This design comes from an exercise in tuning for small area on the open sky130 flow, not from production work. Function was checked by simulation only, so behaviour that the tests miss may differ from the original. No activity file was given, so power comes from the tool's default toggle rates.

==> indigo: inputs <==
==> flow/design.v <==
module lw_hmac_key_loader #(
    parameter int WORD_SIZE = 64,
    parameter int KEY_WORDS = 16,
    parameter int LEN_W     = 8
) (
    input  logic                              clk_i,
    input  logic                              rst_i,
    input  logic                              clear_i,
    input  logic [WORD_SIZE-1:0]              in_data_i,
    input  logic                              in_valid_i,
    input  logic                              in_last_i,
    input  logic [$clog2(WORD_SIZE/8):0]      in_bytes_i,
    output logic                              in_ready_o,
    input  logic                              emit_i,
    output logic [WORD_SIZE-1:0]              key_o,
    output logic                              key_valid_o,
    input  logic                              key_ready_i,
    output logic                              key_loaded_o,
    output logic [LEN_W-1:0]                  key_len_o,
    output logic                              busy_o,
    output logic                              err_o,
    output logic [1:0]                        state_o
);
    localparam int BYTES = WORD_SIZE / 8;
    localparam int BW    = $clog2(BYTES) + 1;
    localparam int IW    = $clog2(KEY_WORDS);
    localparam logic [1:0] ST_IDLE = 2'd0;
    localparam logic [1:0] ST_LOAD = 2'd1;
    localparam logic [1:0] ST_HELD = 2'd2;
    localparam logic [1:0] ST_EMIT = 2'd3;
    logic [1:0]             state_q;
    logic [WORD_SIZE-1:0]   buf_q [KEY_WORDS];
    logic [IW-1:0]          last_q;      
    logic [BW-1:0]          bytes_q;     
    logic [IW-1:0]          rd_idx_q;    
    logic                   drop_q;      
    logic                   err_q;
    logic                   st_load, st_held, st_emit, st_start;
    logic                   in_fire, take, full;
    logic [IW-1:0]          wr_pos;
    logic [WORD_SIZE-1:0]   wr_data;
    logic [KEY_WORDS-1:0]   rd_sel;
    assign st_load  = (state_q == ST_LOAD);
    assign st_held  = (state_q == ST_HELD);
    assign st_emit  = (state_q == ST_EMIT);
    assign st_start = ~state_q[0];                
    assign state_o      = state_q;
    assign in_ready_o   = ~st_emit;
    assign key_valid_o  = st_emit;
    assign key_loaded_o = state_q[1];
    assign busy_o       = state_q[0];
    assign err_o        = err_q;
    assign key_len_o = state_q[1] ?
        {LEN_W'(last_q) + LEN_W'(bytes_q[BW-1]), 3'b000} | LEN_W'(bytes_q[BW-2:0]) : '0;
    assign in_fire = in_valid_i && !st_emit;
    assign take    = st_emit && key_ready_i;
    assign full    = (last_q == IW'(KEY_WORDS - 1));
    assign wr_pos = st_load ? last_q + IW'(1) : '0;
    always_comb begin
        for (int b = 0; b < BYTES; b++) begin
            wr_data[WORD_SIZE-1-8*b -: 8] =
                (!in_last_i || BW'(b) < in_bytes_i) ? in_data_i[WORD_SIZE-1-8*b -: 8] : 8'h00;
        end
    end
    always_ff @(posedge clk_i) begin
        for (int i = 0; i < KEY_WORDS; i++) begin
            if (in_fire && wr_pos == IW'(i)) begin
                buf_q[i] <= wr_data;
            end
        end
        if (in_fire) begin
            last_q <= wr_pos;
            if (in_last_i) begin
                bytes_q <= in_bytes_i;
            end
        end
    end
    always_comb begin
        for (int i = 0; i < KEY_WORDS; i++) begin
            rd_sel[i] = st_emit && rd_idx_q == IW'(i) && IW'(i) <= last_q;
        end
        key_o = '0;
        for (int i = 0; i < KEY_WORDS; i++) begin
            key_o = key_o | ({WORD_SIZE{rd_sel[i]}} & buf_q[i]);
        end
    end
    always_ff @(posedge clk_i) begin
        if (st_held || take) begin
            rd_idx_q <= st_held ? '0 : rd_idx_q + IW'(1);
        end
    end
    always_ff @(posedge clk_i) begin
        if (rst_i || clear_i) begin
            state_q <= ST_IDLE;
            drop_q  <= 1'b0;
            err_q   <= 1'b0;
        end else begin
            case (state_q)
                ST_IDLE, ST_HELD: begin
                    if (in_fire) begin
                        err_q   <= 1'b0;
                        drop_q  <= 1'b0;
                        state_q <= in_last_i ? ST_HELD : ST_LOAD;
                    end else if (emit_i && st_held) begin
                        state_q <= ST_EMIT;
                    end
                end
                ST_LOAD: begin
                    if (in_fire) begin
                        if (!drop_q && full) begin
                            err_q <= 1'b1;
                        end
                        if (drop_q || full) begin
                            if (in_last_i) begin
                                drop_q  <= 1'b0;
                                state_q <= ST_IDLE;
                            end else begin
                                drop_q  <= 1'b1;
                            end
                        end else if (in_last_i) begin
                            state_q <= ST_HELD;
                        end
                    end
                end
                default: begin
                    if (take && rd_idx_q == IW'(KEY_WORDS - 1)) begin
                        state_q <= ST_HELD;
                    end
                end
            endcase
        end
    end
endmodule
==> flow/run.sh <==
#!/bin/bash
# synth_recipe.tcl (not shown) runs the flow's synth.tcl, then flattens the netlist and writes it again
# the make line also repeats each setting of config.mk as NAME=value (left out here)
make -C /OpenROAD-flow-scripts/flow DESIGN_CONFIG=/design/flow/config.mk WORK_HOME=/design/flow/orfs CLKGATE_MAP_FILE= SYNTH_SCRIPT=/design/flow/synth_recipe.tcl finish
==> flow/config.mk <==
export PLATFORM = sky130hd
export DESIGN_NAME = lw_hmac_key_loader
export DESIGN_NICKNAME = lw_hmac_key_loader
export VERILOG_FILES = /design/flow/design.v
export SDC_FILE = /design/flow/constraint.sdc
export NUM_CORES = 4
export LEC_CHECK = 0
export CAP_MARGIN = 20
export CORE_MARGIN = 2
export CORE_UTILIZATION = 40
export SLEW_MARGIN = 20
==> flow/constraint.sdc <==
create_clock -name core_clock -period 6.0 [get_ports {clk_i}]
set_input_delay 1.2000 -clock core_clock [delete_from_list [all_inputs] [get_ports {clk_i}]]
set_output_delay 1.2000 -clock core_clock [all_outputs]
set_load 0.01 [all_outputs]
==> delta (differences from indigo) <==
--- a/flow/design.v
+++ b/flow/design.v
@@ -51,6 +51,5 @@
     assign busy_o       = state_q[0];
     assign err_o        = err_q;
-    assign key_len_o = state_q[1] ?
-        {LEN_W'(last_q) + LEN_W'(bytes_q[BW-1]), 3'b000} | LEN_W'(bytes_q[BW-2:0]) : '0;
+    assign key_len_o = state_q[1] ? LEN_W'(last_q) * LEN_W'(BYTES) + LEN_W'(bytes_q) : '0;
     assign in_fire = in_valid_i && !st_emit;
     assign take    = st_emit && key_ready_i;
@@ -80,8 +79,17 @@
             rd_sel[i] = st_emit && rd_idx_q == IW'(i) && IW'(i) <= last_q;
         end
-        key_o = '0;
-        for (int i = 0; i < KEY_WORDS; i++) begin
-            key_o = key_o | ({WORD_SIZE{rd_sel[i]}} & buf_q[i]);
+    end
+    for (genvar k = 0; k < WORD_SIZE; k++) begin : g_rd
+        logic [5:0] lo;
+        for (genvar g = 0; g < 5; g++) begin : g_aoi
+            kl_aoi222 u_aoi (
+                .a0(rd_sel[3*g]),   .b0(buf_q[3*g][k]),
+                .a1(rd_sel[3*g+1]), .b1(buf_q[3*g+1][k]),
+                .a2(rd_sel[3*g+2]), .b2(buf_q[3*g+2][k]),
+                .y (lo[g])
+            );
         end
+        kl_nand2 u_nd2 (.a(rd_sel[15]), .b(buf_q[15][k]), .y(lo[5]));
+        kl_nand6 u_nd6 (.a(lo), .y(key_o[k]));
     end
     always_ff @(posedge clk_i) begin
@@ -132,2 +140,20 @@
     end
 endmodule
+module kl_aoi222 (
+    input  logic a0, b0, a1, b1, a2, b2,
+    output logic y
+);
+    assign y = ~((a0 & b0) | (a1 & b1) | (a2 & b2));
+endmodule
+module kl_nand2 (
+    input  logic a, b,
+    output logic y
+);
+    assign y = ~(a & b);
+endmodule
+module kl_nand6 (
+    input  logic [5:0] a,
+    output logic       y
+);
+    assign y = ~&a;
+endmodule
==> flow/flow/run.sh (new file) <==
#!/bin/bash
# The standard layout, with the port buffers that ORFS adds at global
# placement made from the smallest plain buffer (buf_1) instead of the
# default delay buffer. Everything else is the standard.sh unchanged.
set -euo pipefail
export BUFFER_PORTS_ARGS="-buffer_cell sky130_fd_sc_hd__buf_1"
bash standard.sh finish > standard_flow.log 2>&1
==> flow/standard.sh (new file) <==
#!/bin/bash
# synth_recipe.tcl (not shown) runs the flow's synth.tcl, then flattens the netlist and writes it again
# the make line also repeats each setting of config.mk as NAME=value (left out here)
make -C /OpenROAD-flow-scripts/flow DESIGN_CONFIG=/design/flow/config.mk WORK_HOME=/design/flow/orfs CLKGATE_MAP_FILE= SYNTH_SCRIPT=/design/flow/synth_recipe.tcl "${@:-finish}"
--- a/flow/config.mk
+++ b/flow/config.mk
@@ -6,6 +6,11 @@
 export NUM_CORES = 4
 export LEC_CHECK = 0
-export CAP_MARGIN = 20
+export CAP_MARGIN = 0
 export CORE_MARGIN = 2
-export CORE_UTILIZATION = 40
-export SLEW_MARGIN = 20
+export CORE_UTILIZATION = 70
+export CTS_BUF_LIST = sky130_fd_sc_hd__clkbuf_8
+export CTS_CLUSTER_DIAMETER = 60
+export CTS_CLUSTER_SIZE = 16
+export PLACE_DENSITY = 0.9
+export SLEW_MARGIN = 0
+export SYNTH_HIERARCHICAL = 1
removed: flow/run.sh
==> cedar (differences from indigo) <==
--- a/flow/design.v
+++ b/flow/design.v
@@ -51,6 +51,5 @@
     assign busy_o       = state_q[0];
     assign err_o        = err_q;
-    assign key_len_o = state_q[1] ?
-        {LEN_W'(last_q) + LEN_W'(bytes_q[BW-1]), 3'b000} | LEN_W'(bytes_q[BW-2:0]) : '0;
+    assign key_len_o = state_q[1] ? LEN_W'(last_q) * LEN_W'(BYTES) + LEN_W'(bytes_q) : '0;
     assign in_fire = in_valid_i && !st_emit;
     assign take    = st_emit && key_ready_i;
@@ -80,8 +79,17 @@
             rd_sel[i] = st_emit && rd_idx_q == IW'(i) && IW'(i) <= last_q;
         end
-        key_o = '0;
-        for (int i = 0; i < KEY_WORDS; i++) begin
-            key_o = key_o | ({WORD_SIZE{rd_sel[i]}} & buf_q[i]);
+    end
+    for (genvar k = 0; k < WORD_SIZE; k++) begin : g_rd
+        logic [5:0] lo;
+        for (genvar g = 0; g < 5; g++) begin : g_aoi
+            kl_aoi222 u_aoi (
+                .a0(rd_sel[3*g]),   .b0(buf_q[3*g][k]),
+                .a1(rd_sel[3*g+1]), .b1(buf_q[3*g+1][k]),
+                .a2(rd_sel[3*g+2]), .b2(buf_q[3*g+2][k]),
+                .y (lo[g])
+            );
         end
+        kl_nand2 u_nd2 (.a(rd_sel[15]), .b(buf_q[15][k]), .y(lo[5]));
+        kl_nand6 u_nd6 (.a(lo), .y(key_o[k]));
     end
     always_ff @(posedge clk_i) begin
@@ -132,2 +140,20 @@
     end
 endmodule
+module kl_aoi222 (
+    input  logic a0, b0, a1, b1, a2, b2,
+    output logic y
+);
+    assign y = ~((a0 & b0) | (a1 & b1) | (a2 & b2));
+endmodule
+module kl_nand2 (
+    input  logic a, b,
+    output logic y
+);
+    assign y = ~(a & b);
+endmodule
+module kl_nand6 (
+    input  logic [5:0] a,
+    output logic       y
+);
+    assign y = ~&a;
+endmodule
==> flow/flow/run.sh (new file) <==
#!/bin/bash
# The standard layout, with the port buffers that ORFS adds at global
# placement made from the smallest plain buffer (buf_1) instead of the
# default delay buffer. Everything else is the standard.sh unchanged.
set -euo pipefail
export BUFFER_PORTS_ARGS="-buffer_cell sky130_fd_sc_hd__buf_1"
bash standard.sh finish > standard_flow.log 2>&1
==> flow/standard.sh (new file) <==
#!/bin/bash
# synth_recipe.tcl (not shown) runs the flow's synth.tcl, then flattens the netlist and writes it again
# the make line also repeats each setting of config.mk as NAME=value (left out here)
make -C /OpenROAD-flow-scripts/flow DESIGN_CONFIG=/design/flow/config.mk WORK_HOME=/design/flow/orfs CLKGATE_MAP_FILE= SYNTH_SCRIPT=/design/flow/synth_recipe.tcl "${@:-finish}"
--- a/flow/config.mk
+++ b/flow/config.mk
@@ -9,3 +9,7 @@
 export CORE_MARGIN = 2
 export CORE_UTILIZATION = 40
+export CTS_BUF_LIST = sky130_fd_sc_hd__clkbuf_8
+export CTS_CLUSTER_DIAMETER = 60
+export CTS_CLUSTER_SIZE = 16
 export SLEW_MARGIN = 20
+export SYNTH_HIERARCHICAL = 1
removed: flow/run.sh
==> comparison <==
- Cell area, highest first: indigo, cedar, delta.
- Sequential power is about the same in delta and indigo.
- Setup slack: cedar is worse than delta (89 ps).
- Global-route usage: indigo is higher than cedar (1.6 points).
- Of indigo and delta, delta has the higher first-iteration DRC count (gap about 33%, measured against delta).
- Sequential share of layout area, highest first: delta, cedar, indigo.
- In flip-flop and latch count, cedar and delta do not differ.
- The lowest fmax belongs to indigo, the highest to delta.
- Of indigo and delta, indigo has the higher combinational power (gap 32%, measured against delta).
==> figures <==
metric	indigo	delta	cedar
Run status	finished clean	finished clean	finished clean
Routed wire per std cell	29.5 um	33.8 um	30.9 um
Number of cells on the worst reg-to-reg path	8	5	5
Antenna violations before repair	8	0	3
Worst slew margin	23.4%	26.4%	25.2%
Internal power component	12.0 mW	9.33 mW	9.37 mW
Syn_area_per_cell	17.2 um2	20.8 um2	20.8 um2
Setup crit start	rd_idx_q[3]	state_q[1]	state_q[1]
Net switching power	2.98 mW	2.28 mW	2.39 mW
Non-clock inverter instance count of the final layout	9	12	12
Post-synthesis share of cell area spent on xor and xnor gates	0.135%	0.166%	0.166%
Number of clock buffer instances in the layout	119	77	81
Slew of the pin with the lowest slew margin	1150 ps	1100 ps	1120 ps
Die Span Y	316 um	234 um	308 um
DRT Wirelength	113,000 um	92,700 um	101,000 um
Number of global-route vias before repair	22,600	21,600	20,500
DP Wirelength	62,000 um	49,800 um	52,300 um
Cells after synthesis	2,273	1,770	1,770
Leakage power	14.2 nW	12.0 nW	12.2 nW

separate check: timing with driven ports:
How much do the figures lean on ideal ports? The routed layouts below were timed once more, with nothing changed but the port constraints.
Step 1: set_driving_cell puts a clkbuf_16 on clk_i and a buf_2 on each other input, an assumption about the parent block.
Step 2, shift: input delay + t, output delay - t, t = (earliest + latest rising clock arrival at the registers) / 2. This alone moves slack from input paths to output paths.
Three values: ideal ports, drivers, drivers and shift; two values: the first two.
| run | shift t [ns] | setup slack, ns | slew at the worst register clock pin (ns) | worst slew at a driven data input, ns | pins driven straight from the clock port |
|---|---|---|---|---|---|
| indigo | 0.743 | 0.242 / 0.173 / 0.916 | 0.06 / 0.06 | 0.12 | 1 |
| delta | 0.750 | 0.745 / 0.684 / 1.434 | 0.11 / 0.11 | 0.06 | 1 |
| cedar | 0.752 | 0.657 / 0.595 / 1.347 | 0.10 / 0.10 | 0.07 | 1 |
After both steps every run listed still meets setup and hold.
